This is an optimization exercise on Yosys and OpenROAD, whose aim is small area and few clock cycles, not a production implementation.
The RTL was checked by simulation tests, not by an equivalence proof against the original design.
Power figures rest on the tool's default switching activity, not on a simulated workload.

--- design/flow/design.v ---
package mvuPkg;
	localparam int unsigned FOLD_WIDTH = 3;	 
	localparam int unsigned WTILE_WIDTH = 32;	 
	localparam int unsigned ATILE_WIDTH = 16;	 
	localparam int unsigned OUT_WIDTH = 8;
	localparam int unsigned LANE_WIDTH = 1;
	localparam int unsigned ACC_WIDTH = 13;	 
endpackage
module dotCS (
	input  logic [15:0]  w,
	input  logic [15:0]  a,
	output logic [9:0]  rowA,
	output logic [9:0]  rowB
);
	logic c66, c68, c70, c72, c74, c76, c78, c80, c82, c84, c86, c88, c90, c92, c94, c96;
	logic c98, c100, c102, c104, c106, c108, c110, c112, c114, c116, c118, c120, c122, c124, c126, c128;
	logic c130, c132, c134, c136, c138, c140, c142, c144, c146, c148, c150, c152, c154, c156, c158, c160;
	logic c162, c164, c166, p1, p2, p3, p4, p5, p6, p7, p8, p9, p10, p11, p12, p13;
	logic p14, p15, p16, p17, p18, p19, p20, p21, p22, p23, p24, p25, p26, p27, p28, p29;
	logic p30, p31, p32, p33, p34, p35, p36, p37, p38, p39, p40, p41, p42, p43, p44, p45;
	logic p46, p47, p48, p49, p50, p51, p52, p53, p54, p55, p56, p57, p58, p59, p60, p61;
	logic p62, p63, p64, s65, s67, s69, s71, s73, s75, s77, s79, s81, s83, s85, s87, s89;
	logic s91, s93, s95, s97, s99, s101, s103, s105, s107, s109, s111, s113, s115, s117, s119, s121;
	logic s123, s125, s127, s129, s131, s133, s135, s137, s139, s141, s143, s145, s147, s149, s151, s153;
	logic s155, s157, s159, s161, s163, s165;
	assign p1 = w[0] & a[0];
	assign p2 = w[4] & a[4];
	assign p3 = w[8] & a[8];
	assign p4 = w[12] & a[12];
	assign p5 = w[0] & a[1];
	assign p6 = w[1] & a[0];
	assign p7 = w[4] & a[5];
	assign p8 = w[5] & a[4];
	assign p9 = w[8] & a[9];
	assign p10 = w[9] & a[8];
	assign p11 = w[12] & a[13];
	assign p12 = w[13] & a[12];
	assign p13 = w[0] & a[2];
	assign p14 = w[1] & a[1];
	assign p15 = w[2] & a[0];
	assign p16 = w[4] & a[6];
	assign p17 = w[5] & a[5];
	assign p18 = w[6] & a[4];
	assign p19 = w[8] & a[10];
	assign p20 = w[9] & a[9];
	assign p21 = w[10] & a[8];
	assign p22 = w[12] & a[14];
	assign p23 = w[13] & a[13];
	assign p24 = w[14] & a[12];
	assign p25 = w[0] & a[3];
	assign p26 = w[1] & a[2];
	assign p27 = w[2] & a[1];
	assign p28 = ~(w[3] & a[0]);
	assign p29 = w[4] & a[7];
	assign p30 = w[5] & a[6];
	assign p31 = w[6] & a[5];
	assign p32 = ~(w[7] & a[4]);
	assign p33 = w[8] & a[11];
	assign p34 = w[9] & a[10];
	assign p35 = w[10] & a[9];
	assign p36 = ~(w[11] & a[8]);
	assign p37 = w[12] & a[15];
	assign p38 = w[13] & a[14];
	assign p39 = w[14] & a[13];
	assign p40 = ~(w[15] & a[12]);
	assign p41 = w[1] & a[3];
	assign p42 = w[2] & a[2];
	assign p43 = ~(w[3] & a[1]);
	assign p44 = w[5] & a[7];
	assign p45 = w[6] & a[6];
	assign p46 = ~(w[7] & a[5]);
	assign p47 = w[9] & a[11];
	assign p48 = w[10] & a[10];
	assign p49 = ~(w[11] & a[9]);
	assign p50 = w[13] & a[15];
	assign p51 = w[14] & a[14];
	assign p52 = ~(w[15] & a[13]);
	assign p53 = w[2] & a[3];
	assign p54 = ~(w[3] & a[2]);
	assign p55 = w[6] & a[7];
	assign p56 = ~(w[7] & a[6]);
	assign p57 = w[10] & a[11];
	assign p58 = ~(w[11] & a[10]);
	assign p59 = w[14] & a[15];
	assign p60 = ~(w[15] & a[14]);
	assign p61 = ~(w[3] & a[3]);
	assign p62 = ~(w[7] & a[7]);
	assign p63 = ~(w[11] & a[11]);
	assign p64 = ~(w[15] & a[15]);
	assign s65 = p25 ^ p26 ^ p27;
	assign c66 = (p25 & p26) | (p25 & p27) | (p26 & p27);
	assign s67 = p28 ^ p29 ^ p30;
	assign c68 = (p28 & p29) | (p28 & p30) | (p29 & p30);
	assign s69 = p41 ^ p42 ^ p43;
	assign c70 = (p41 & p42) | (p41 & p43) | (p42 & p43);
	assign s71 = p13 ^ p14 ^ p15;
	assign c72 = (p13 & p14) | (p13 & p15) | (p14 & p15);
	assign s73 = p16 ^ p17 ^ p18;
	assign c74 = (p16 & p17) | (p16 & p18) | (p17 & p18);
	assign s75 = s65 ^ s67 ^ p31;
	assign c76 = (s65 & s67) | (s65 & p31) | (s67 & p31);
	assign s77 = p32 ^ p33 ^ p34;
	assign c78 = (p32 & p33) | (p32 & p34) | (p33 & p34);
	assign s79 = p35 ^ p36 ^ p37;
	assign c80 = (p35 & p36) | (p35 & p37) | (p36 & p37);
	assign s81 = c66 ^ c68 ^ s69;
	assign c82 = (c66 & c68) | (c66 & s69) | (c68 & s69);
	assign s83 = p44 ^ p45 ^ p46;
	assign c84 = (p44 & p45) | (p44 & p46) | (p45 & p46);
	assign s85 = p47 ^ p48 ^ p49;
	assign c86 = (p47 & p48) | (p47 & p49) | (p48 & p49);
	assign s87 = c70 ^ p53 ^ p54;
	assign c88 = (c70 & p53) | (c70 & p54) | (p53 & p54);
	assign s89 = p55 ^ p56 ^ p57;
	assign c90 = (p55 & p56) | (p55 & p57) | (p56 & p57);
	assign s91 = p5 ^ p6 ^ p7;
	assign c92 = (p5 & p6) | (p5 & p7) | (p6 & p7);
	assign s93 = s71 ^ s73 ^ p19;
	assign c94 = (s71 & s73) | (s71 & p19) | (s73 & p19);
	assign s95 = p20 ^ p21 ^ p22;
	assign c96 = (p20 & p21) | (p20 & p22) | (p21 & p22);
	assign s97 = c72 ^ c74 ^ s75;
	assign c98 = (c72 & c74) | (c72 & s75) | (c74 & s75);
	assign s99 = s77 ^ s79 ^ p38;
	assign c100 = (s77 & s79) | (s77 & p38) | (s79 & p38);
	assign s101 = c76 ^ c78 ^ c80;
	assign c102 = (c76 & c78) | (c76 & c80) | (c78 & c80);
	assign s103 = s81 ^ s83 ^ s85;
	assign c104 = (s81 & s83) | (s81 & s85) | (s83 & s85);
	assign s105 = p50 ^ p51 ^ p52;
	assign c106 = (p50 & p51) | (p50 & p52) | (p51 & p52);
	assign s107 = c82 ^ c84 ^ c86;
	assign c108 = (c82 & c84) | (c82 & c86) | (c84 & c86);
	assign s109 = s87 ^ s89 ^ p58;
	assign c110 = (s87 & s89) | (s87 & p58) | (s89 & p58);
	assign s111 = p59 ^ p60 ^ 1'b1;
	assign c112 = (p59 & p60) | (p59 & 1'b1) | (p60 & 1'b1);
	assign s113 = c88 ^ c90 ^ p61;
	assign c114 = (c88 & c90) | (c88 & p61) | (c90 & p61);
	assign s115 = p62 ^ p63 ^ p64;
	assign c116 = (p62 & p63) | (p62 & p64) | (p63 & p64);
	assign s117 = s91 ^ p8 ^ p9;
	assign c118 = (s91 & p8) | (s91 & p9) | (p8 & p9);
	assign s119 = c92 ^ s93 ^ s95;
	assign c120 = (c92 & s93) | (c92 & s95) | (s93 & s95);
	assign s121 = c94 ^ c96 ^ s97;
	assign c122 = (c94 & c96) | (c94 & s97) | (c96 & s97);
	assign s123 = s99 ^ p39 ^ p40;
	assign c124 = (s99 & p39) | (s99 & p40) | (p39 & p40);
	assign s125 = c98 ^ c100 ^ s101;
	assign c126 = (c98 & c100) | (c98 & s101) | (c100 & s101);
	assign s127 = s103 ^ s105;
	assign c128 = s103 & s105;
	assign s129 = c102 ^ c104 ^ c106;
	assign c130 = (c102 & c104) | (c102 & c106) | (c104 & c106);
	assign s131 = s107 ^ s109 ^ s111;
	assign c132 = (s107 & s109) | (s107 & s111) | (s109 & s111);
	assign s133 = c108 ^ c110 ^ c112;
	assign c134 = (c108 & c110) | (c108 & c112) | (c110 & c112);
	assign s135 = s113 ^ s115;
	assign c136 = s113 & s115;
	assign s137 = p1 ^ p2 ^ p3;
	assign c138 = (p1 & p2) | (p1 & p3) | (p2 & p3);
	assign s139 = s117 ^ p10 ^ p11;
	assign c140 = (s117 & p10) | (s117 & p11) | (p10 & p11);
	assign s141 = c118 ^ s119 ^ p23;
	assign c142 = (c118 & s119) | (c118 & p23) | (s119 & p23);
	assign s143 = c120 ^ s121 ^ s123;
	assign c144 = (c120 & s121) | (c120 & s123) | (s121 & s123);
	assign s145 = c122 ^ c124 ^ s125;
	assign c146 = (c122 & c124) | (c122 & s125) | (c124 & s125);
	assign s147 = c126 ^ c128 ^ s129;
	assign c148 = (c126 & c128) | (c126 & s129) | (c128 & s129);
	assign s149 = c130 ^ c132 ^ s133;
	assign c150 = (c130 & c132) | (c130 & s133) | (c132 & s133);
	assign s151 = c134 ^ c136 ^ c114;
	assign c152 = (c134 & c136) | (c134 & c114) | (c136 & c114);
	assign s153 = c138 ^ s139 ^ p12;
	assign c154 = (c138 & s139) | (c138 & p12) | (s139 & p12);
	assign s155 = c140 ^ s141 ^ p24;
	assign c156 = (c140 & s141) | (c140 & p24) | (s141 & p24);
	assign s157 = c142 ^ s143;
	assign c158 = c142 & s143;
	assign s159 = c144 ^ s145 ^ s127;
	assign c160 = (c144 & s145) | (c144 & s127) | (s145 & s127);
	assign s161 = c146 ^ s147 ^ s131;
	assign c162 = (c146 & s147) | (c146 & s131) | (s147 & s131);
	assign s163 = c148 ^ s149 ^ s135;
	assign c164 = (c148 & s149) | (c148 & s135) | (s149 & s135);
	assign s165 = c150 ^ s151 ^ c116;
	assign c166 = (c150 & s151) | (c150 & c116) | (s151 & c116);
	assign rowA = {1'b0, c166, c164, c162, c160, c158, c156, c154, s153, s137};
	assign rowB = {1'b0, c152, s165, s163, s161, s159, s157, s155, 1'b0, p4};
endmodule
`timescale 1ns/1ns
import mvuPkg::*;
module mvuTop (
	input  logic                           clk,
	input  logic                           rst,
	input  logic                           wWr,
	input  logic [mvuPkg::FOLD_WIDTH-1:0]  wAddr,
	input  logic [mvuPkg::WTILE_WIDTH-1:0] wData,
	input  logic [mvuPkg::FOLD_WIDTH-1:0]  foldCount,
	input  logic                           aStrobe,
	input  logic [mvuPkg::ATILE_WIDTH-1:0] aData,
	input  logic                           aPad,
	output logic                           outVld,
	output logic [mvuPkg::OUT_WIDTH-1:0]   outData,
	output logic [mvuPkg::LANE_WIDTH-1:0]  outLane,
	output logic                           hold
);
	logic [WTILE_WIDTH-1:0] mem [8];
	always_ff @(posedge clk) begin
		if (wWr)
			mem[wAddr] <= wData;
	end
	logic [7:0] pos;
	logic       atEnd;
	logic       atStart;
	assign atEnd = pos[foldCount];
	assign atStart = pos[0];
	always_ff @(posedge clk) begin
		if (rst)
			pos <= 8'd1;
		else if (aStrobe)
			pos <= atEnd ? 8'd1 : {pos[6:0], 1'b0};
	end
	logic [WTILE_WIDTH-1:0] w;
	logic [ATILE_WIDTH-1:0] av;
	logic [9:0]             rowA [2];
	logic [9:0]             rowB [2];
	logic [9:0]             csA [2];
	logic [9:0]             csB [2];
	logic                   firstA;	 
	logic                   lastA;	 
	always_comb begin
		w = '0;
		for (int k = 0; k < 8; k++)
			w = w | (pos[k] ? mem[k] : '0);
	end
	assign av = (aStrobe && !aPad) ? aData : '0;
	for (genvar pe = 0; pe < 2; pe++) begin : g_pe
		dotCS dotCS_i (
			.w    (w[pe*16 +: 16]),
			.a    (av),
			.rowA (rowA[pe]),
			.rowB (rowB[pe])
		);
	end
	always_ff @(posedge clk) begin
		for (int pe = 0; pe < 2; pe++) begin
			csA[pe] <= rowA[pe];
			csB[pe] <= rowB[pe];
		end
	end
	always_ff @(posedge clk) begin
		if (rst) begin
			firstA <= 1'b0;
			lastA <= 1'b0;
		end else begin
			firstA <= aStrobe && atStart;
			lastA <= aStrobe && atEnd;
		end
	end
	logic signed [ACC_WIDTH-1:0] acc [2];
	logic signed [ACC_WIDTH-1:0] accNext [2];
	logic [ACC_WIDTH-1:0] accIn [2];
	logic [ACC_WIDTH-1:0] x [2];
	logic [ACC_WIDTH-1:0] y [2];
	logic [ACC_WIDTH-1:0] cy [2];
	always_comb begin
		for (int pe = 0; pe < 2; pe++) begin
			accIn[pe] = firstA ? '0 : acc[pe];
			y[pe][0] = 1'b0;
			for (int k = 0; k < 9; k++) begin
				x[pe][k] = accIn[pe][k] ^ csA[pe][k] ^ csB[pe][k];
				y[pe][k + 1] = (accIn[pe][k] & csA[pe][k]) | (accIn[pe][k] & csB[pe][k])
					| (csA[pe][k] & csB[pe][k]);
			end
			x[pe][ACC_WIDTH-1:9] = accIn[pe][ACC_WIDTH-1:9] - 1'b1;
			y[pe][ACC_WIDTH-1:10] = '0;
			cy[pe][0] = 1'b0;
			for (int k = 0; k < ACC_WIDTH; k++) begin
				accNext[pe][k] = x[pe][k] ^ y[pe][k] ^ cy[pe][k];
				if (k < ACC_WIDTH - 1)
					cy[pe][k + 1] = (x[pe][k] & y[pe][k]) | (x[pe][k] & cy[pe][k]) | (y[pe][k] & cy[pe][k]);
			end
		end
	end
	always_ff @(posedge clk) begin
		for (int pe = 0; pe < 2; pe++)
			acc[pe] <= accNext[pe];
	end
	function automatic logic [OUT_WIDTH-1:0] requant(input logic signed [ACC_WIDTH-1:0] v);
		if (v[ACC_WIDTH-1])
			requant = '0;
		else if (|v[ACC_WIDTH-2:OUT_WIDTH+2])
			requant = '1;
		else
			requant = v[OUT_WIDTH+1:2];
	endfunction
	logic fin;
	logic [OUT_WIDTH-1:0] q0;
	logic [OUT_WIDTH-1:0] q1;
	logic [1:0]           occ;
	logic [1:0]           base;
	logic                 push;
	logic                 finNext;
	logic [1:0]           occNext;
	assign base = occ - 2'(occ != '0);
	assign push = fin && (base == '0);
	assign finNext = (fin && !push) || lastA;
	assign occNext = push ? 2'd2 : base;
	always_ff @(posedge clk) begin
		q0 <= push ? requant(acc[0]) : q1;
		q1 <= requant(acc[1]);
	end
	always_ff @(posedge clk) begin
		if (rst) begin
			occ <= '0;
			fin <= 1'b0;
		end else begin
			occ <= occNext;
			fin <= finNext;
		end
	end
	assign outVld = (occ != '0);
	assign outData = q0;
	assign outLane = (occ == 2'd1);
	assign hold = finNext && (occNext == 2'd2);
endmodule
--- design/flow/flow/run.sh ---
#!/bin/bash
# Standard layout with two changes: the port buffers are plain buffers, and
# after synthesis the full adders' polarities are rebalanced to drop
# inverters (fapol.py; a full adder with all pins complemented is the same
# function, so the netlist's behaviour and registers are unchanged).
set -euo pipefail
export BUFFER_PORTS_ARGS="-buffer_cell sky130_fd_sc_hd__buf_1"
RES=$PWD/orfs/results/sky130hd/mvuTop/base
bash standard.sh $RES/1_2_yosys.v > standard_synth.log 2>&1
cp $RES/1_2_yosys.v $RES/1_2_yosys.std.v
python3 flow/fapol.py $RES/1_2_yosys.std.v $RES/1_2_yosys.v > fapol.log 2>&1
bash standard.sh > standard.log 2>&1
--- design/flow/flow/fapol.py ---
#!/usr/bin/env python3
"""Rebalance inverters around full adders in a flat gate netlist.

A full adder is self-dual: FA(~a, ~b, ~c) = (~sum, ~cout). Each sky130 fa
cell may therefore be 'flipped' (inputs and outputs complemented) without
changing the function of the netlist. This script picks flips that lower
the number of inverters, removes the old inverters that fed or were fed by
full adders, and inserts one inverter per signal whose complement is still
needed.  usage: fapol.py in.v out.v
"""
import re, sys, collections, random

src = open(sys.argv[1]).read()
INV = 'sky130_fd_sc_hd__inv_1'
FA = re.compile(r'sky130_fd_sc_hd__fa_\d+$')
OUTPINS = {'X', 'Y', 'Q', 'Q_N', 'SUM', 'COUT', 'HI', 'LO'}

cell_re = re.compile(r'^(\s*)(sky130_fd_sc_hd__\w+)\s+(\S+)\s*\((.*?)\);\n', re.S | re.M)
pin_re = re.compile(r'\.(\w+)\(\s*((?:\\\S+\s)|[^)]*?)\s*\)')

cells = []
for m in cell_re.finditer(src):
    pins = [(p, n.strip()) for p, n in pin_re.findall(m.group(4))]
    cells.append(dict(typ=m.group(2), name=m.group(3), pins=pins, span=m.span()))

hdr = src[:src.index('\n', src.index('module '))]
portnames = set()
for m in re.finditer(r'^\s*(input|output|inout)\s+(?:wire\s+)?(?:\[[^\]]*\]\s*)?(\S+);', src, re.M):
    portnames.add(m.group(2))
def isport(net):
    base = net.split('[')[0].strip()
    return base in portnames or base.lstrip('\\') in portnames

driver = {}
for i, c in enumerate(cells):
    for p, n in c['pins']:
        if p in OUTPINS:
            driver[n] = (i, p)

# Removable inverters: inv_1 whose output is not a port
inv_of = {}  # output net -> input net
removable = set()
for i, c in enumerate(cells):
    if c['typ'] == INV:
        d = dict(c['pins'])
        if not isport(d['Y']):
            removable.add(i)
            inv_of[d['Y']] = d['A']

def root(net):
    """signal at the end of a chain of removable inverters, and parity"""
    par = 0
    while net in inv_of:
        net = inv_of[net]
        par ^= 1
    return net, par

fas = [i for i, c in enumerate(cells) if FA.match(c['typ'])]
fa_idx = {i: k for k, i in enumerate(fas)}
# Consumers: (cell, pin, signal, needed parity)
cons = collections.defaultdict(list)
for i, c in enumerate(cells):
    if i in removable:
        continue
    for p, n in c['pins']:
        if p in OUTPINS or n == '' or n.startswith("1'"):
            continue
        s, par = root(n)
        cons[s].append((i, p, par))
# Inverters removed entirely must not drive ports; a removable inverter whose
# output has no consumers at all just vanishes.

flip = [0] * len(fas)
def signal_pol(s):
    d = driver.get(s)
    if d and d[0] in fa_idx:
        return flip[fa_idx[d[0]]]
    return 0
def need(i, par):
    return par ^ (flip[fa_idx[i]] if i in fa_idx else 0)
def cost_signal(s):
    q = signal_pol(s)
    return int(any(need(i, par) != q for i, p, par in cons[s]))
# signals touched by each FA
touch = collections.defaultdict(set)
for s, lst in cons.items():
    for i, p, par in lst:
        if i in fa_idx:
            touch[fa_idx[i]].add(s)
for k, i in enumerate(fas):
    for p, n in cells[i]['pins']:
        if p in ('SUM', 'COUT') and n in cons:
            touch[k].add(n)
total = sum(cost_signal(s) for s in cons)
start = total
improved = True
rounds = 0
while improved and rounds < 100:
    improved = False
    rounds += 1
    for k in range(len(fas)):
        before = sum(cost_signal(s) for s in touch[k])
        flip[k] ^= 1
        after = sum(cost_signal(s) for s in touch[k])
        if after < before:
            total += after - before
            improved = True
        else:
            flip[k] ^= 1
print(f'fapol: {len(fas)} full adders, {sum(flip)} flipped, inverters {start} -> {total}', file=sys.stderr)

# Rewrite
newnet = {}
newcells = []
cnt = [0]
def comp_net(s):
    if s not in newnet:
        cnt[0] += 1
        nn = f'_fapol_n{cnt[0]}_'
        newnet[s] = nn
        newcells.append(f'  {INV} _fapol_i{cnt[0]}_ (\n    .A({s}),\n    .Y({nn})\n  );\n')
    return newnet[s]
pinmap = {}  # (cell, pin) -> new net
for s, lst in cons.items():
    q = signal_pol(s)
    for i, p, par in lst:
        pinmap[(i, p)] = s if need(i, par) == q else comp_net(s + ' ' if s.startswith('\\') and not s.endswith(' ') else s)
out = []
pos = 0
for i, c in enumerate(cells):
    a, b = c['span']
    out.append(src[pos:a])
    pos = b
    if i in removable:
        continue
    body = []
    for p, n in c['pins']:
        nn = pinmap.get((i, p), n)
        if nn.startswith('\\') and not nn.endswith(' '):
            nn = nn + ' '
        body.append(f'    .{p}({nn})')
    out.append(f'  {c["typ"]} {c["name"]} (\n' + ',\n'.join(body) + '\n  );\n')
rest = src[pos:]
k = rest.index('endmodule')
out.append(rest[:k] + ''.join(newcells) + rest[k:])
res = ''.join(out)
# declare new wires after the header
decl = ''.join(f'  wire {n};\n' for n in newnet.values())
j = res.index(';', res.index('module ')) + 1
res = res[:j] + '\n' + decl + res[j:]
open(sys.argv[2], 'w').write(res)
--- design/flow/standard.sh ---
#!/bin/bash
# synth_recipe.tcl (not shown) runs the flow's synth.tcl, then flattens the netlist and writes it again
# the make line also repeats each setting of config.mk as NAME=value (left out here)
make -C /OpenROAD-flow-scripts/flow DESIGN_CONFIG=/design/flow/config.mk WORK_HOME=/design/flow/orfs CLKGATE_MAP_FILE= SYNTH_SCRIPT=/design/flow/synth_recipe.tcl "${@:-finish}"
--- design/flow/config.mk ---
export PLATFORM = sky130hd
export DESIGN_NAME = mvuTop
export DESIGN_NICKNAME = mvuTop
export VERILOG_FILES = /design/flow/design.v
export SDC_FILE = /design/flow/constraint.sdc
export NUM_CORES = 4
export LEC_CHECK = 0
export CAP_MARGIN = 20
export CORE_MARGIN = 2
export CORE_UTILIZATION = 62
export CTS_BUF_LIST = sky130_fd_sc_hd__clkbuf_8
export CTS_CLUSTER_DIAMETER = 50
export CTS_CLUSTER_SIZE = 20
export SLEW_MARGIN = 20
--- design/flow/constraint.sdc ---
create_clock -name core_clock -period 5.0 [get_ports {clk}]
set_input_delay 1.0000 -clock core_clock [delete_from_list [all_inputs] [get_ports {clk}]]
set_output_delay 1.0000 -clock core_clock [all_outputs]
set_load 0.01 [all_outputs]
==> run notes, run 1 <==
final hold vios 0; Layout Utilization 0.690; clk buf depth 3; data required time of the critical path 5.49 ns; CTS tree built; global-route wire length before repair 53800 µm; Worst-path clk slew roughly 0.10 ns; critical path class reg -> reg; vias in the first global route roughly 9k; Mapped Cells roughly 1.0k; Total Routing Usage GR 0.278; CTS Buf Count 29; final setup TNS 0 ns; period utilization 0.963; synth warn 19; Placer Congestion 0.949; Min-Delay Path Class reg -> reg; largest net degree at the start of global routing 36; Die H ~160 µm; Pre-Repair DR Iteration Count 5; Critical Path AT 5.30 ns; RSZ-0062 raised after global routing no; clock latency (worst-skew pair) ~0.63 ns; drt drc 0; vias about 8.9k; root buffer cell clkbuf_8; f_max just over 200 MHz; Max-slew headroom 0.248; Iteration-0 DRC Markers a little under 800; worst slew pin tran about 1.1 ns; Setup Viol. Count Final 0; WL final 34900 µm; placed wire-length estimate ~24000 µm; Layout area overhead 9.16%; ANT nets after route 0; initial antenna violation count 1; I/O pin count 70; die area between 20000 and 30000 µm²; Final Max Tran Viols 0; grt ovf 0; Tmin final around 4.8 ns; crit path capture type flop; leak pwr 5.97 nW; Synth Area per Inst ~15 µm²; # rows 57; crit path max fanout 8; CTS sink cnt roughly 350; Die W around 160 µm; Port Buf Inserts just under 70; Max-cap violations 0; fin nets roughly 1.3k; syn nets around 1.2k; crit path launch type flop; H-tree depth 1; layout cells sized above 1 0.0958; vias per cell 6.07; Hold Startpoint q1[4]; drt wl/cell roughly 24 µm; worst-case vdd ir drop ~290 µV; skew final approximately 0.046 ns; CP Launch Point firstA; origin of the critical flop-to-flop path firstA; core area 24400 µm²; mapped cell area approximately 15000 µm²; Starting Density 0.632; Setup Buffers After CTS 0; status timing/DRC/antenna clean; cell area after layout 16800 µm²; Antenna diodes 0; Placed Area between 15000 and 20000 µm²; power density cells ~410 nW/µm²
==> layout by cell type, fill, tap and decap left out, types with 24 or more instances in the layout <==
cell	count
nand3_1	35
dfxtp_1	88
fa_1	124
buf_1	69
a22oi_1	128
and4_1	24
buf_4	26
edfxtp_1	256
nor2b_1	26
nand2_1	39
clkbuf_8	29
inv_1	62
nor2_1	88
==> worst max-delay path, stage by stage (launching register included) <==
cell and delay [ns]:
dfxtp_4 0.40, nor2b_1 0.08, fa_1 0.43, ha_1 0.21
fa_2 0.34, fa_1 0.40, fa_1 0.40, fa_1 0.39
fa_1 0.39, fa_1 0.39, fa_1 0.40, fa_1 0.38
ha_1 0.19, ha_1 0.18, xnor2_1 0.12
==> worst paths after layout <==
check | end | slack (ns) | cells after the start
setup / recovery | acc[0][12] | 0.18 | 14
hold / removal | q0[4] | 0.44 | 2
setup reg to reg | acc[0][12] | 0.18 | 14
hold reg to reg | q0[4] | 0.44 | 2
==> flip-flops by register name, summed over array words and instances, names as in the netlist <==
signal and flops:
csB 16, fin 1, firstA 1, q1 8, mem 256, occ 2
acc 26, q0 8, lastA 1, csA 18, pos 8
==> layout make-up <==
cell class                      instances  area, µm²
Tap cell                              324        405
Multi-Input combinational cell        581       5470
Timing Repair Buffer                  103        614
Clock inverter                         24        246
Clock buffer                           29        399
Sequential cell                       345       9470
Fill cell                            1750       7570
Inverter                               56        210
==> metal layers <==
metal,wire (µm),global-route usage
met4,905,0.0648
met2,16700,0.450
met5,0,0
met3,2630,0.0472
met1,14700,0.405
==> power breakdown <==
part	internal, mW	switching (mW)	leakage, nW
Sequential	3.46	0.175	3.07
Clock	0.702	1.01	0.343
Combinational	0.667	0.843	2.56
Total	4.83	2.03	5.97
==> stage by stage <==
step,total power [mW],setup slack (ns),std cells,hold slack (ns)
2_1_floorplan,4.75,0.00391,1030,0.401
6_report,6.86,0.184,1462,0.439
4_1_cts,6.91,0.0507,1462,0.441
3_3_place_gp,5.15,0.0481,1409,0.404
3_5_place_dp,5.23,-0.0137,1409,0.413
5_1_grt,7.29,0.0260,1462,0.468
==> timing repair <==
item | 4_1_cts | 5_1_grt
pin swaps | 0 | 1
gates resized for setup | 1 | 3
hold buffers | 0 | 0
endpoints found under the setup margin | 3 | 4
Testbench counts, summed over its fixed seeds: cycles 9,881.
==> inputs of run 2 (changes only) <==
==> design/flow/flow/run.sh (replaced) <==
#!/bin/bash
# Standard layout with three changes: the port buffers are plain buffers,
# and after the standard synthesis two netlist rewrites that keep every
# register (same instances, names and cells) and the function:
#  - fapol.py rebalances the full adders' polarities to drop inverters
#    (a full adder with all pins complemented is the same function);
#  - the combinational gates other than the full and half adders are
#    remapped by ABC with an area-recovery script (area.abc).
set -euo pipefail
export BUFFER_PORTS_ARGS="-buffer_cell sky130_fd_sc_hd__buf_1"
RES=$PWD/orfs/results/sky130hd/mvuTop/base
LIB=$FLOW_HOME/platforms/sky130hd/lib/sky130_fd_sc_hd__tt_025C_1v80.lib
bash standard.sh $RES/1_2_yosys.v > standard_synth.log 2>&1
cp $RES/1_2_yosys.v $RES/1_2_yosys.std.v
python3 flow/fapol.py $RES/1_2_yosys.std.v $RES/1_2_yosys.pol.v > fapol.log 2>&1
DU=""
for c in $(sed -n '/^export DONT_USE_CELLS/,/^#/p' $FLOW_HOME/platforms/sky130hd/config.mk | tr ' \\' '\n\n' | grep sky130); do
	DU="$DU -dont_use $c"
done
cat > resyn.ys <<EOS
read_liberty -ignore_miss_func $LIB
read_verilog $RES/1_2_yosys.pol.v
hierarchy -top mvuTop
setattr -mod -set keep_hierarchy 1 sky130_fd_sc_hd__fa_1 sky130_fd_sc_hd__ha_1 sky130_fd_sc_hd__edfxtp_1 sky130_fd_sc_hd__dfxtp_1
flatten
opt_clean
abc -liberty $LIB $DU -script $PWD/flow/area.abc -D 5000
splitnets
opt_clean -purge
hilomap -singleton -hicell sky130_fd_sc_hd__conb_1 HI -locell sky130_fd_sc_hd__conb_1 LO
insbuf -buf sky130_fd_sc_hd__buf_4 A X
delete sky130_fd_sc_hd__fa_1 sky130_fd_sc_hd__ha_1 sky130_fd_sc_hd__edfxtp_1 sky130_fd_sc_hd__dfxtp_1
read_liberty -lib $LIB
hierarchy -top mvuTop
stat -liberty $LIB
check -assert
write_verilog -noattr -nohex -nodec -selected $RES/1_2_yosys.v
EOS
yosys -s resyn.ys > resyn.log 2>&1
bash standard.sh > standard.log 2>&1
==> design/flow/flow/area.abc (new file) <==
&get -n
&st
&dch
&nf -R 1000
&put
--- a/design/flow/config.mk
+++ b/design/flow/config.mk
@@ -10,5 +10,5 @@
 export CORE_UTILIZATION = 62
 export CTS_BUF_LIST = sky130_fd_sc_hd__clkbuf_8
-export CTS_CLUSTER_DIAMETER = 50
-export CTS_CLUSTER_SIZE = 20
+export CTS_CLUSTER_DIAMETER = 45
+export CTS_CLUSTER_SIZE = 18
 export SLEW_MARGIN = 20
==> run notes, run 2 <==
status timing/DRC/antenna clean; NetSw 2.04 mW (+0.30%); core area 23500 µm² (-3.8%); initial antenna violation count 0 (-1); pre-CTS setup slack -0.0188 ns (-0.00509 ns); grt ovf 0 (unchanged); Setup Buffers After CTS 0 (unchanged); Pre-Repair DR Iteration Count 6 (+1); Total Routing Usage GR 0.278 (+0.000325); Combinational Power Share 0.217 (-0.003); die area 25200 µm² (-3.6%); Internal 5.12 mW (+6.1%); Iteration-0 DRC Markers 962 (+24%); Layout area overhead 13.9%; Clk pwr share 0.279 (+0.029); worst-case vdd ir drop 270 µV (-7.8%); Synth Area per Inst 15.7 µm² (+4.8%); WL final 33400 µm (-4.2%); cell area after layout 16900 µm² (+0.51%); Placed Area 16100 µm² (-0.63%); vias per cell 5.88 (-3.2%); Worst-path clk slew 0.08 ns (-0.02 ns); sequential power share 0.504 (-0.026); biggest regs mem x256, acc x26, csA x18; CTS Buf Count 36 (+24%); fin nets 1318 (-0.076%); placed wire-length estimate 23600 µm (-1.3%); Sw Ratio 0.284 (-0.0117); crit path capture type flop; # rows 56 (-1.8%); Starting Density 0.633 (+0.000732); Min-Delay Path Class reg -> reg; Mapped Cells 947 (-8.1%); CTS tree built; skew final 0.0284 ns (-0.0173 ns); Die W 159 µm (-1.8%); Most flops, register mem; leak pwr 5.90 nW (-1.3%); commonest non-fill, non-tap cells in the layout 256 x edfxtp_1, 120 x fa_1, 97 x nor2_1; most common cell after layout, fill and taps aside edfxtp_1; ANT nets after route 0 (unchanged); Die H 159 µm (-1.8%); Placed Cells incl. Taps 1396 (-0.92%); final setup TNS 0 ns (unchanged); Critical Path AT 5.22 ns (-0.08 ns); Final Max Tran Viols 0 (unchanged); drt drc 0 (unchanged); setup ws final 0.203 ns (+0.0183 ns); I/O pin count 70 (unchanged); vias in the first global route 9226 (+2.7%); CTS sink cnt 345 (unchanged); Antenna diodes 0 (unchanged); data required time of the critical path 5.42 ns (-0.07 ns); root buffer cell clkbuf_8; Layout Utilization 0.720 (+0.0306); Largest register FFs 256 (unchanged); Tmin final 4.80 ns (-0.0183 ns); worst slew pin tran 0.864 ns (-0.261 ns); drt wl/cell 22.9 µm (-4.2%); critical path class reg -> reg; Reg2Reg Setup Slack 0.20 ns (+0.02 ns); H-tree depth 2 (+1); layout cells sized above 1 0.123 (+0.0276); mapped cell area 14800 µm² (-3.7%); RSZ-0062 raised after global routing no; syn nets 1150 (-6.7%); period utilization 0.959 (-0.00366); fill count 1588 (-9.3%); final hold vios 0 (unchanged); footprint of the multi-input gates 5300 µm² (-3.2%); # hold bufs at CTS 0 (unchanged); crit path launch type flop; Max-cap violations 0 (unchanged); non-filler cells, final 1462 (unchanged); largest net degree at the start of global routing 33 (-8.3%); clk buf depth 3 (unchanged); global-route wire length before repair 52400 µm (-2.5%); Port Buf Inserts 69 (unchanged); f_max 208 MHz (+0.38%); crit path max fanout 11 (+3); Max-slew headroom 0.423 (+0.174); clock latency (worst-skew pair) 0.56 ns (-0.07 ns); vias 8595 (-3.2%); synth warn 19 (unchanged); Placer Congestion 0.918 (-3.3%); Setup Viol. Count Final 0 (unchanged); FF/Latch Area 9470 µm² (about the same); power density cells 423 nW/µm² (+3.9%); CTS-repair resized insts 0 (-1)
## run 2: changes by cell type in the layout (fill, tap and decap cells not counted), sizes merged, moves of 13 or more
cell and delta:
a222oi +47, a22oi -92, and3 +13, and4 -20, buf +27, clkinv +51
inv -61, nand3 +17, nand4 -17
## run 2: final cells by class
cell class / instances / share of cell area
clock buffer: 38 / 0.0309
tap: 319 / 0.0236
multi-input combinational: 558 / 0.313
clock inverter: 28 / 0.0181
timing repair buffer: 130 / 0.0439
sequential: 345 / 0.560
inverter: 44 / 0.00977
## run 2: final timing paths
check | start | to | cells past startpoint
max | pos[0] | csB[0][4] | 10
min | q1[5] | q0[5] | 2
max reg2reg | pos[0] | csB[0][4] | 10
min reg2reg | q1[5] | q0[5] | 2
## run 2: metrics by stage
stage | total power [mW] | hold slack (ns)
floorplan | 4.72 | 0.401
global placement | 5.14 | 0.413
detailed placement | 5.24 | 0.411
CTS | 7.22 | 0.437
global route | 7.65 | 0.477
finish | 7.16 | 0.431
## run 2: metal layers
| layer | track usage | up-vias | part of all wire |
|---|---|---|---|
| li1 | - | 3868 | - |
| met1 | 0.382 | 4308 | 0.41 |
| met2 | 0.446 | 355 | 0.48 |
| met3 | 0.0564 | 64 | 0.080 |
| met4 | 0.107 | 0 | 0.033 |
| met5 | 0 | - | 0 |
## run 2: critical path: stages (launching register included)
cell	delay, ns
dfxtp_1	0.85
a222oi_1	0.23
and3_1	0.30
or2_1	0.28
fa_1	0.56
clkinv_1	0.10
fa_1	0.39
fa_1	0.48
fa_1	0.56
fa_1	0.43
fa_1	0.48
## run 2: power groups by stage
stage / sequential [mW] / clock, mW / combinational, mW
finish: 3.61 / 2.00 / 1.55
global route: 3.65 / 2.14 / 1.86
CTS: 3.61 / 2.04 / 1.57
detailed placement: 3.68 / 0 / 1.57
global placement: 3.67 / 0 / 1.47
floorplan: 3.66 / 0 / 1.07
==> inputs of run 3 (changes only) <==
--- a/design/flow/config.mk
+++ b/design/flow/config.mk
@@ -8,7 +8,7 @@
 export CAP_MARGIN = 20
 export CORE_MARGIN = 2
-export CORE_UTILIZATION = 62
+export CORE_UTILIZATION = 58
 export CTS_BUF_LIST = sky130_fd_sc_hd__clkbuf_8
-export CTS_CLUSTER_DIAMETER = 45
-export CTS_CLUSTER_SIZE = 18
+export CTS_CLUSTER_DIAMETER = 50
+export CTS_CLUSTER_SIZE = 20
 export SLEW_MARGIN = 20
==> run notes, run 3 <==
status timing/DRC/antenna clean; initial antenna violation count 0 (unchanged); syn nets 1150 (unchanged); Mapped Cells 947 (unchanged); vias 8548 (-0.55%); root buffer cell clkbuf_8; fill count 1832 (+15%); Layout area overhead 13.1%; skew final 0.0356 ns (+0.00726 ns); Die W 164 µm (+3.3%); f_max 208 MHz (-0.19%); ANT nets after route 0 (unchanged); crit path max fanout 13 (+2); Port Buf Inserts 69 (unchanged); Min-Delay Path Class reg -> reg; die area 26900 µm² (+6.7%); Critical Path AT 5.28 ns (+0.06 ns); grt ovf 0 (unchanged); Starting Density 0.590 (-0.0429); data required time of the critical path 5.48 ns (+0.06 ns); commonest non-fill, non-tap cells in the layout 256 x edfxtp_1, 122 x fa_1, 97 x nor2_1; Synth Area per Inst 15.7 µm² (unchanged); largest net degree at the start of global routing 33 (unchanged); pre-CTS setup slack 0.0590 ns (+0.0778 ns); Total Routing Usage GR 0.264 (-0.0140); mapped cell area 14800 µm² (unchanged); CP Launch Point pos[1]; Die H 164 µm (+3.3%); Placed Area 16100 µm² (about the same); power density cells 415 nW/µm² (-1.9%); origin of the critical flop-to-flop path pos[1]; CTS sink cnt 345 (unchanged); core area 25200 µm² (+7.3%); H-tree depth 1 (-1); WL final 33800 µm (+0.92%); # rows 58 (+3.6%); RSZ-0062 raised after global routing no; most common cell after layout, fill and taps aside edfxtp_1; Reg2Reg Setup Slack 0.19 ns (about the same); worst slew pin tran 0.785 ns (-0.0786 ns); global-route wire length before repair 51900 µm (-1.1%); placed wire-length estimate 23900 µm (+1.2%); vias per cell 5.84 (-0.61%); final hold vios 0 (unchanged); Largest register FFs 256 (unchanged); leak pwr 5.84 nW (-0.88%); Worst Hold Margin 0.439 ns (+0.00861 ns); layout cells sized above 1 0.117 (-0.00597); Tmin final 4.81 ns (+0.00894 ns); drt drc 0 (unchanged); Design Power 6.97 mW (-2.6%); R2R cell count 12 (+2); # hold bufs at CTS 0 (unchanged); crit path capture type flop; fin nets 1312 (-0.46%); Min-Delay Endpoint q0[5]; Placer Congestion 0.917 (about the same); Pre-Repair DR Iteration Count 6 (unchanged); Antenna diodes 0 (unchanged); I/O pin count 70 (unchanged); CTS tree built; period utilization 0.961 (+0.00179); Setup Viol. Count Final 0 (unchanged); worst-case vdd ir drop 295 µV (+9.3%); vias in the first global route 8869 (-3.9%); synth warn 19 (unchanged); Hold Startpoint q1[5]; Iteration-0 DRC Markers 942 (-2.1%); Worst-path clk slew 0.10 ns (+0.02 ns); clock latency (worst-skew pair) 0.63 ns (+0.07 ns); Final Max Tran Viols 0 (unchanged); reg-to-reg endpoint csB[0][4]; crit path launch type flop; clk buf depth 3 (unchanged); biggest regs mem x256, acc x26, csA x18; drt wl/cell 23.1 µm (+0.85%); CTS Buf Count 30 (-17%); final setup TNS 0 ns (unchanged); critical path class reg -> reg; Max-cap violations 0 (unchanged); Most flops, register mem; Max-slew headroom 0.475 (+0.0525); Hold Path Depth 2 (unchanged); cell area after layout 16800 µm² (-0.68%); setup ws final 0.194 ns (-0.00895 ns)
## run 3: changes by cell type in the layout (fill, tap and decap cells not counted), sizes merged
cell / delta
inv: +6
bufinv: -1
clkbuf: -7
clkinv: -8
## run 3: cell type report
class                      count  area (µm²)  share of cell area
timing repair buffer         130         729              0.0434
sequential                   345        9470               0.564
multi-input combinational    558        5290               0.315
tap                          330         413              0.0246
inverter                      44         165             0.00984
clock buffer                  31         427              0.0254
clock inverter                25         292              0.0174
## run 3: worst max path at each step
stage | end | slack (ns) | cells after the start
final | csB[0][4] | 0.19 | 12
after global routing | acc[0][12] | 0.05 | 14
after CTS | acc[0][12] | 0.11 | 14
after detailed placement | csB[1][4] | 0.06 | 12
after global placement | csB[1][4] | 0.14 | 12
after floorplan | csB[1][4] | -0.03 | 10
## run 3: layer usage
metal | GRT usage | share of wire | up-vias
met3 | 0.0480 | 0.069 | 56
met5 | 0 | 0 | -
met2 | 0.436 | 0.49 | 299
met4 | 0.0710 | 0.025 | 0
li1 | - | - | 3852
met1 | 0.368 | 0.42 | 4341
## run 3: what timing repair did
action | in CTS | in global routing
resized for setup | 0 | 3
setup endpoints to repair | 0 | 4
setup buffers | 0 | 1
## run 3: through the flow
step	util	cells
6_report	0.667	1463
5_1_grt	0.667	1463
4_1_cts	0.666	1462
3_5_place_dp	0.638	1406
3_3_place_gp	0.638	1406
2_1_floorplan	-	947
## run 3: critical path, stage by stage (launching register included)
cell	delay [ns]
dfxtp_1	0.71
buf_4	0.35
a22o_1	0.18
a221oi_1	0.05
nand3_1	0.29
nand3_1	0.16
fa_1	0.53
clkinv_1	0.08
fa_1	0.39
fa_1	0.47
fa_1	0.56
fa_1	0.43
fa_1	0.45
## run 3: where the power goes
group	internal [mW]	leakage (nW)	switching [mW]
Sequential	3.46	3.07	0.148
Clock	0.803	0.371	1.04
Combinational	0.686	2.40	0.842
==> inputs of run 4 (changes only) <==
--- a/design/flow/config.mk
+++ b/design/flow/config.mk
@@ -8,5 +8,5 @@
 export CAP_MARGIN = 20
 export CORE_MARGIN = 2
-export CORE_UTILIZATION = 58
+export CORE_UTILIZATION = 62
 export CTS_BUF_LIST = sky130_fd_sc_hd__clkbuf_8
 export CTS_CLUSTER_DIAMETER = 50
==> run notes, run 4 <==
vias 8562 (+0.16%); Mapped Cells 947 (unchanged); root buffer cell clkbuf_8; largest net degree at the start of global routing 33 (unchanged); worst path bufs/invs 1 (-1); R2R cell count 10 (-2); Hold Path Depth 2 (unchanged); mapped cell area 14800 µm² (unchanged); # hold bufs at CTS 0 (unchanged); slowest CP cell dfxtp_1; Die W 159 µm (-3.2%); crit-path most repeated cell fa_1; setup ws final 0.208 ns (+0.0145 ns); CP Launch Point pos[0]; Placer Congestion 0.918 (about the same); fill count 1617 (-12%); vias in the first global route 9144 (+3.1%); power density cells 406 nW/µm² (-2.2%); initial antenna violation count 0 (unchanged); Largest stage delay, worst path 0.85 ns (+0.14 ns); period utilization 0.958 (-0.00290); worst slew pin tran 0.850 ns (+0.0641 ns); commonest non-fill, non-tap cells in the layout 256 x edfxtp_1, 120 x fa_1, 97 x nor2_1; pre-CTS setup slack -0.0188 ns (-0.0778 ns); reg-to-reg endpoint csB[0][4]; Max-cap violations 0 (unchanged); Setup Viol. Count Final 0 (unchanged); CTS Buf Count 29 (-3.3%); f_max 209 MHz (+0.30%); I/O pin count 70 (unchanged); Layout area overhead 12.5%; FF/Latch Area 9470 µm² (unchanged); drt wl/cell 23.0 µm (-0.38%); syn nets 1150 (unchanged); WL final 33300 µm (-1.3%); synth warn 19 (unchanged); data required time of the critical path 5.45 ns (-0.03 ns); Critical Path AT 5.25 ns (-0.03 ns); Setup Buffers After CTS 0 (unchanged); worst-case vdd ir drop 370 µV (+25%); Min-Delay Path Class reg -> reg; ANT nets after route 0 (unchanged); Final Max Tran Viols 0 (unchanged); H-tree depth 1 (unchanged); Most flops, register mem; grt ovf 0 (unchanged); leak pwr 5.80 nW (-0.69%); final hold vios 0 (unchanged); vias per cell 5.90 (+1.1%); Design Power 6.79 mW (-2.7%); Synth Area per Inst 15.7 µm² (unchanged); clk buf depth 3 (unchanged); Antenna diodes 0 (unchanged); global-route wire length before repair 52300 µm (+0.86%); biggest regs mem x256, acc x26, csA x18; placed wire-length estimate 23600 µm (-1.2%); Tmin final 4.79 ns (-0.0145 ns); layout cells sized above 1 0.116 (-0.00156); # rows 56 (-3.4%); Worst-path clk slew 0.09 ns (about the same); Reg2Reg Setup Slack 0.21 ns (about the same); clock latency (worst-skew pair) 0.62 ns (about the same); CTS sink cnt 345 (unchanged); Pre-Repair DR Iteration Count 8 (+2); Starting Density 0.633 (+0.0429); final setup TNS 0 ns (unchanged); Layout Utilization 0.712 (+0.0447); footprint of the multi-input gates 5300 µm² (about the same); CTS tree built; CP delay by family, top adder cells; CTS-repair resized insts 0 (unchanged); fin nets 1311 (-0.076%); origin of the critical flop-to-flop path pos[0]; drt drc 0 (unchanged); status timing/DRC/antenna clean; Port Buf Inserts 69 (unchanged); crit path max fanout 11 (-2); Largest register FFs 256 (unchanged); critical path class reg -> reg; most common cell after layout, fill and taps aside edfxtp_1; Total Routing Usage GR 0.276 (+0.0115); Iteration-0 DRC Markers 988 (+4.9%); die area 25200 µm² (-6.3%); skew final 0.0541 ns (+0.0185 ns); Max-slew headroom 0.432 (-0.0429); worst-path cell chain a222oi_1 > and3_1 > or2_1 > fa_1 > clkinv_1 > fa_1 > fa_1 > fa_1 > fa_1 > fa_1; core area 23500 µm² (-6.8%); Die H 159 µm (-3.2%); Hold Startpoint q1[6]; crit path capture type flop; RSZ-0062 raised after global routing no; Min-Delay Endpoint q0[6]; crit path launch type flop
[run 4: through the flow]
step / instances / instance area, µm² / hold WS, ns
after floorplan: 947 / 14900 / 0.401
after global placement: 1396 / 16100 / 0.413
after detailed placement: 1396 / 16100 / 0.411
after CTS: 1450 / 16700 / 0.446
after global routing: 1450 / 16700 / 0.477
final: 1450 / 16700 / 0.436
[run 4: where the power goes]
part | switching (mW) | internal [mW] | total [mW]
Clock | 0.992 | 0.635 | 1.63
Combinational | 0.851 | 0.698 | 1.55
Sequential | 0.153 | 3.46 | 3.61
Total | 2.00 | 4.79 | 6.79
[run 4: layer usage]
layer	share of wire	vias to the layer above	global-route usage
li1	-	3853	-
met1	0.41	4267	0.383
met2	0.47	369	0.445
met3	0.080	73	0.0517
met4	0.035	0	0.0972
met5	0	-	0
[run 4: worst register-to-register path, cell delays in order (launching register included)]
cell and delay, ns:
dfxtp_1 0.85, a222oi_1 0.24, and3_1 0.31, or2_1 0.28, fa_1 0.56, clkinv_1 0.10
fa_1 0.39, fa_1 0.48, fa_1 0.56, fa_1 0.43, fa_1 0.47
[run 4: how the worst max path moves through the flow]
| stage | to | slack [ns] | cells after the start |
|---|---|---|---|
| 2_1_floorplan | csB[1][4] | -0.03 | 10 |
| 3_3_place_gp | csB[0][5] | 0.05 | 12 |
| 3_5_place_dp | csB[0][5] | -0.02 | 12 |
| 4_1_cts | acc[1][12] | 0.02 | 14 |
| 5_1_grt | csB[0][5] | 0.002 | 13 |
| 6_report | csB[0][4] | 0.21 | 10 |
[run 4: layout make-up]
class,count,area share
flip-flops and latches,345,0.567
inverters,44,0.00989
multi-input cells,558,0.317
well taps,319,0.0239
clock buffers,31,0.0255
repair buffers,130,0.0444
clock inverters,23,0.0118
==> inputs of run 5 (changes only) <==
--- a/design/flow/config.mk
+++ b/design/flow/config.mk
@@ -8,5 +8,5 @@
 export CAP_MARGIN = 20
 export CORE_MARGIN = 2
-export CORE_UTILIZATION = 62
+export CORE_UTILIZATION = 66
 export CTS_BUF_LIST = sky130_fd_sc_hd__clkbuf_8
 export CTS_CLUSTER_DIAMETER = 50
==> run notes, run 5 <==
placed wire-length estimate 22500 µm (-4.4%); f_max 208 MHz (-0.41%); grt ovf 0 (unchanged); initial antenna violation count 1 (+1); R2R cell count 14 (+4); crit path launch type flop; Placer Congestion 0.929 (+1.2%); I/O pin count 70 (unchanged); Largest stage delay, worst path 0.43 ns (-0.42 ns); period utilization 0.962 (+0.00399); Starting Density 0.676 (+0.0436); die area 23700 µm² (-5.9%); most common cell after layout, fill and taps aside edfxtp_1; WL final 32400 µm (-2.8%); vias per cell 6.15 (+4.2%); Die H 154 µm (-3.0%); Layout area overhead 11.7%; vias in the first global route 9041 (-1.1%); syn nets 1150 (unchanged); crit path max fanout 8 (-3); Setup Viol. Count Final 0 (unchanged); non-filler cells, final 1395 (-3.8%); Max-slew headroom 0.478 (+0.0460); Layout Utilization 0.755 (+0.0438); critical path class reg -> reg; status timing/DRC/antenna clean; Total Routing Usage GR 0.285 (+0.00974); final hold vios 0 (unchanged); ANT nets after route 0 (unchanged); skew final 0.0218 ns (-0.0322 ns); worst slew pin tran 0.782 ns (-0.0670 ns); worst-case vdd ir drop 347 µV (-6.0%); Die W 154 µm (-3.0%); core area 22000 µm² (-6.4%); Pre-Repair DR Iteration Count 6 (-2); drt wl/cell 23.2 µm (+1.0%); crit-path most repeated cell fa_1; leak pwr 5.75 nW (-0.89%); RSZ-0062 raised after global routing no; Placed Cells incl. Taps 1346 (-3.6%); Largest register FFs 256 (unchanged); Most flops, register mem; CTS tree built; setup ws final 0.188 ns (-0.0199 ns); vias 8583 (+0.25%); # rows 54 (-3.6%); power density cells 409 nW/µm² (+0.75%); commonest non-fill, non-tap cells in the layout 256 x edfxtp_1, 123 x fa_1, 97 x nor2_1; pre-CTS setup slack 0.139 ns (+0.158 ns); synth warn 19 (unchanged); crit path capture type flop; CTS Buf Count 27 (-6.9%); Worst-path clk slew 0.11 ns (+0.02 ns); biggest regs mem x256, acc x26, csA x18; Port Buf Inserts 69 (unchanged); drt drc 0 (unchanged); CTS sink cnt 345 (unchanged); Min-Delay Path Class reg -> reg; global-route wire length before repair 50700 µm (-3.0%); H-tree depth 1 (unchanged); Mapped Cells 947 (unchanged); clock latency (worst-skew pair) 0.60 ns (-0.02 ns); Setup Buffers After CTS 0 (unchanged); Iteration-0 DRC Markers 1100 (+11%); Final Max Tran Viols 0 (unchanged); Hold Path Depth 2 (unchanged); mapped cell area 14800 µm² (unchanged); data required time of the critical path 5.49 ns (+0.04 ns); slowest CP cell fa_1; worst-path cell chain nor2b_1 > fa_1 > ha_1 > fa_1 > fa_1 > fa_1 > fa_1 > fa_1 > fa_1 > fa_1 > fa_1 > ha_1 > ha_1 > xnor2_1; clk buf depth 3 (unchanged); fin nets 1298 (-0.99%); layout cells sized above 1 0.101 (-0.0153); largest net degree at the start of global routing 33 (unchanged); root buffer cell clkbuf_8; fill count 1341 (-17%); Design Power 6.79 mW (about the same); Critical Path AT 5.30 ns (+0.05 ns); Max-cap violations 0 (unchanged); Tmin final 4.81 ns (+0.0199 ns); Synth Area per Inst 15.7 µm² (unchanged)
==> run 5: what timing repair did <==
item	4_1_cts	5_1_grt
gates resized for setup	0	2
hold buffers	0	0
endpoints found under the setup margin	0	3
==> run 5: layer usage <==
metal | routed length (µm) | up-vias | share of wire | GRT usage
met2 | 15900 | 422 | 0.49 | 0.486
met1 | 12900 | 4273 | 0.40 | 0.395
met5 | 0 | - | 0 | 0
met3 | 2840 | 58 | 0.088 | 0.0431
met4 | 768 | 0 | 0.024 | 0.0734
li1 | - | 3830 | - | -
==> run 5: critical path, delay by kind of cell (launching register included) <==
kind / cells / cell delay, ns
DFF: 1 / 0.40
and+or+nand+nor: 1 / 0.07
xor gates and xnor gates: 1 / 0.12
adders and majority gates: 12 / 4.14
==> run 5: final timing paths <==
path                     end  slack [ns]  startpoint
setup / recovery  acc[0][12]        0.19      firstA
hold / removal         q0[1]        0.44       q1[1]
setup reg to reg  acc[0][12]        0.19      firstA
hold reg to reg        q0[1]        0.44       q1[1]
==> run 5: power breakdown <==
group | switching, mW | internal [mW] | total (mW)
logic | 0.846 | 0.683 | 1.53
registers | 0.150 | 3.46 | 3.61
clock network | 0.971 | 0.683 | 1.65
total | 1.97 | 4.82 | 6.79
==> run 5: metrics by stage <==
| stage | TNS, ns | area [µm²] | hold WS (ns) |
|---|---|---|---|
| after detailed placement | 0 | 16000 | 0.428 |
| final | 0 | 16600 | 0.441 |
| after CTS | 0 | 16600 | 0.448 |
| after global routing | 0 | 16600 | 0.481 |
| after floorplan | -0.0279 | 14900 | 0.401 |
| after global placement | 0 | 16000 | 0.424 |
==> run 5: layout make-up <==
| cell class | instances | area, µm² | share of cell area |
|---|---|---|---|
| well taps | 280 | 350 | 0.0211 |
| repair buffers | 119 | 684 | 0.0413 |
| flip-flops and latches | 345 | 9470 | 0.571 |
| clock inverters | 20 | 234 | 0.0141 |
| multi-input cells | 558 | 5290 | 0.319 |
| diodes | 1 | 2.50 | 0.000151 |
| inverters | 44 | 165 | 0.00996 |
| clock buffers | 28 | 385 | 0.0232 |
==> inputs of run 6 (changes only) <==
--- a/design/flow/config.mk
+++ b/design/flow/config.mk
@@ -8,6 +8,6 @@
 export CAP_MARGIN = 20
 export CORE_MARGIN = 2
-export CORE_UTILIZATION = 66
-export CTS_BUF_LIST = sky130_fd_sc_hd__clkbuf_8
+export CORE_UTILIZATION = 62
+export CTS_BUF_LIST = sky130_fd_sc_hd__clkbuf_8 sky130_fd_sc_hd__clkbuf_16
 export CTS_CLUSTER_DIAMETER = 50
 export CTS_CLUSTER_SIZE = 20
==> run notes, run 6 <==
status timing/DRC/antenna clean; CTS sink cnt 345 (unchanged); Placed Area 16100 µm² (+0.67%); most common cell after layout, fill and taps aside edfxtp_1; Worst-path clk slew 0.07 ns (-0.04 ns); Antenna diodes 0 (-1); ANT nets after route 0 (unchanged); vias in the first global route 9137 (+1.1%); Port Buf Inserts 69 (unchanged); initial antenna violation count 0 (-1); leak pwr 5.96 nW (+3.6%); Setup Buffers After CTS 0 (unchanged); clock latency (worst-skew pair) 0.57 ns (-0.03 ns); crit path capture type flop; data required time of the critical path 5.44 ns (-0.05 ns); Max-cap violations 0 (unchanged); Total Routing Usage GR 0.278 (-0.00741); # hold bufs at CTS 0 (unchanged); Die H 159 µm (+3.1%); root buffer cell clkbuf_16; CTS tree built; core area 23500 µm² (+6.9%); grt ovf 0 (unchanged); RSZ-0062 raised after global routing no; vias per cell 6.01 (-2.3%); worst-case vdd ir drop 387 µV (+11%); layout cells sized above 1 0.117 (+0.0162); mapped cell area 14800 µm² (unchanged); Tmin final 4.80 ns (-0.00979 ns); power density cells 433 nW/µm² (+5.8%); fin nets 1311 (+1.0%); critical path class reg -> reg; Pre-Repair DR Iteration Count 6 (unchanged); vias 8718 (+1.6%); Layout area overhead 14.7%; drt drc 0 (unchanged); commonest non-fill, non-tap cells in the layout 256 x edfxtp_1, 120 x fa_1, 97 x nor2_1; Worst Hold Margin 0.426 ns (-0.0154 ns); Internal 5.30 mW (+9.8%); Setup Viol. Count Final 0 (unchanged); Final Max Tran Viols 0 (unchanged); cell area after layout 17000 µm² (+2.7%); fill count 1577 (+18%); clk buf depth 3 (unchanged); Synth Area per Inst 15.7 µm² (unchanged); Iteration-0 DRC Markers 946 (-14%); skew final 0.0276 ns (+0.00576 ns); largest net degree at the start of global routing 33 (unchanged); Critical Path AT 5.24 ns (-0.06 ns); period utilization 0.960 (-0.00196); synth warn 19 (unchanged); Sw Ratio 0.282 (-0.00778); Clk pwr share 0.300 (+0.056); final setup TNS 0 ns (unchanged); crit path max fanout 8 (unchanged); Starting Density 0.633 (-0.0436); drt wl/cell 23.1 µm (-0.46%); worst slew pin tran 0.859 ns (+0.0762 ns); H-tree depth 1 (unchanged); Combinational Power Share 0.210 (-0.015); Max-slew headroom 0.426 (-0.0521); Min-Delay Path Class reg -> reg; die area 25200 µm² (+6.3%); Largest register FFs 256 (unchanged); sequential power share 0.490 (-0.041); CTS-repair resized insts 0 (unchanged); crit path launch type flop; biggest regs mem x256, acc x26, csA x18; WL final 33500 µm (+3.5%); NetSw 2.08 mW (+5.7%); global-route wire length before repair 52900 µm (+4.3%); Die W 159 µm (+3.1%); Mapped Cells 947 (unchanged); Placer Congestion 0.918 (-1.2%); I/O pin count 70 (unchanged); f_max 208 MHz (+0.20%); # rows 56 (+3.7%); Layout Utilization 0.726 (-0.0297); CTS Buf Count 29 (+7.4%); placed wire-length estimate 23600 µm (+4.6%); final hold vios 0 (unchanged); Most flops, register mem; syn nets 1150 (unchanged)
## run 6: power groups by stage
stage / sequential (mW) / combinational (mW) / clock [mW]
final: 3.61 / 1.55 / 2.21
after CTS: 3.62 / 1.57 / 2.24
after floorplan: 3.66 / 1.07 / 0
after detailed placement: 3.68 / 1.57 / 0
after global routing: 3.65 / 1.86 / 2.35
after global placement: 3.67 / 1.47 / 0
## run 6: area by class of cell
type                            count  area [µm²]  area share
Inverter                           44         165     0.00970
Tap cell                          319         399      0.0234
Timing Repair Buffer              130         742      0.0436
Sequential cell                   345        9470       0.556
Multi-Input combinational cell    558        5300       0.311
Clock inverter                     23         199      0.0117
Clock buffer                       31         753      0.0442
## run 6: path summary, 6_finish.rpt
kind                from  slack, ns         end  cells after the start
setup / recovery  firstA       0.20  acc[1][12]                     14
hold / removal     q1[5]       0.43       q0[5]                      2
setup reg to reg  firstA       0.20  acc[1][12]                     14
hold reg to reg    q1[5]       0.43       q0[5]                      2
## run 6: routing by layer
layer	up-vias	track usage	routed length, µm
met5	-	0	0
met4	0	0.0796	951
met3	71	0.0358	2520
met2	397	0.458	16200
met1	4387	0.397	13800
li1	3863	-	-
## run 6: through the flow
step | setup slack, ns | total power, mW | std cells
floorplan | -0.0279 | 4.72 | 947
global placement | 0.0513 | 5.14 | 1396
detailed placement | -0.0188 | 5.24 | 1396
CTS | 0.00601 | 7.42 | 1450
global route | 0.0125 | 7.87 | 1450
finish | 0.198 | 7.37 | 1450
## run 6: worst max-delay path, cell delays in order, from the launching register on
cell and delay, ns:
dfxtp_4 0.40, nor2b_1 0.08, fa_1 0.42, ha_1 0.21, fa_1 0.39, fa_1 0.40
fa_1 0.39, fa_1 0.39, fa_1 0.40, fa_2 0.36, fa_2 0.36, fa_1 0.39
ha_1 0.19, ha_1 0.19, xnor2_1 0.12

## separate check: timing with driven ports
No port has a modelled driver above. Below, the same layouts with a new extraction and two added sets of constraints.
Step 1, drivers: a clkbuf_16 drives clk and a buf_2 each remaining input, both assumed.
Step 2, shift: input delay + t, output delay - t, t = (earliest + latest rising clock arrival at the registers) / 2. This alone moves slack from input paths to output paths.
Slacks: ideal ports / drivers / drivers and shift; pairs: ideal ports / drivers.
run	t (ns)	setup WS [ns]	hold slack, ns	worst setup path after step 2	clock arrival spread, ns
run 1	0.651	0.184 / 0.184 / 0.057	0.439 / 0.439 / 0.439	input to register	0.045 / 0.046
run 2	0.595	0.203 / 0.203 / -0.011	0.431 / 0.431 / 0.431	input to register	0.030 / 0.029
run 3	0.653	0.194 / 0.194 / 0.078	0.439 / 0.439 / 0.439	input to register	0.038 / 0.038
run 4	0.640	0.208 / 0.208 / -0.012	0.436 / 0.436 / 0.436	input to register	0.054 / 0.054
run 5	0.624	0.188 / 0.188 / 0.125	0.441 / 0.441 / 0.441	input to register	0.026 / 0.026
run 6	0.603	0.198 / 0.198 / -0.015	0.426 / 0.426 / 0.426	input to register	0.030 / 0.029
With both steps, setup timing fails in run 2, run 4 and run 6, where it was met with ideal ports. The setup slack of run 4, which loses most, moves by 0.000 ns with the drivers and by -0.220 ns with both steps.
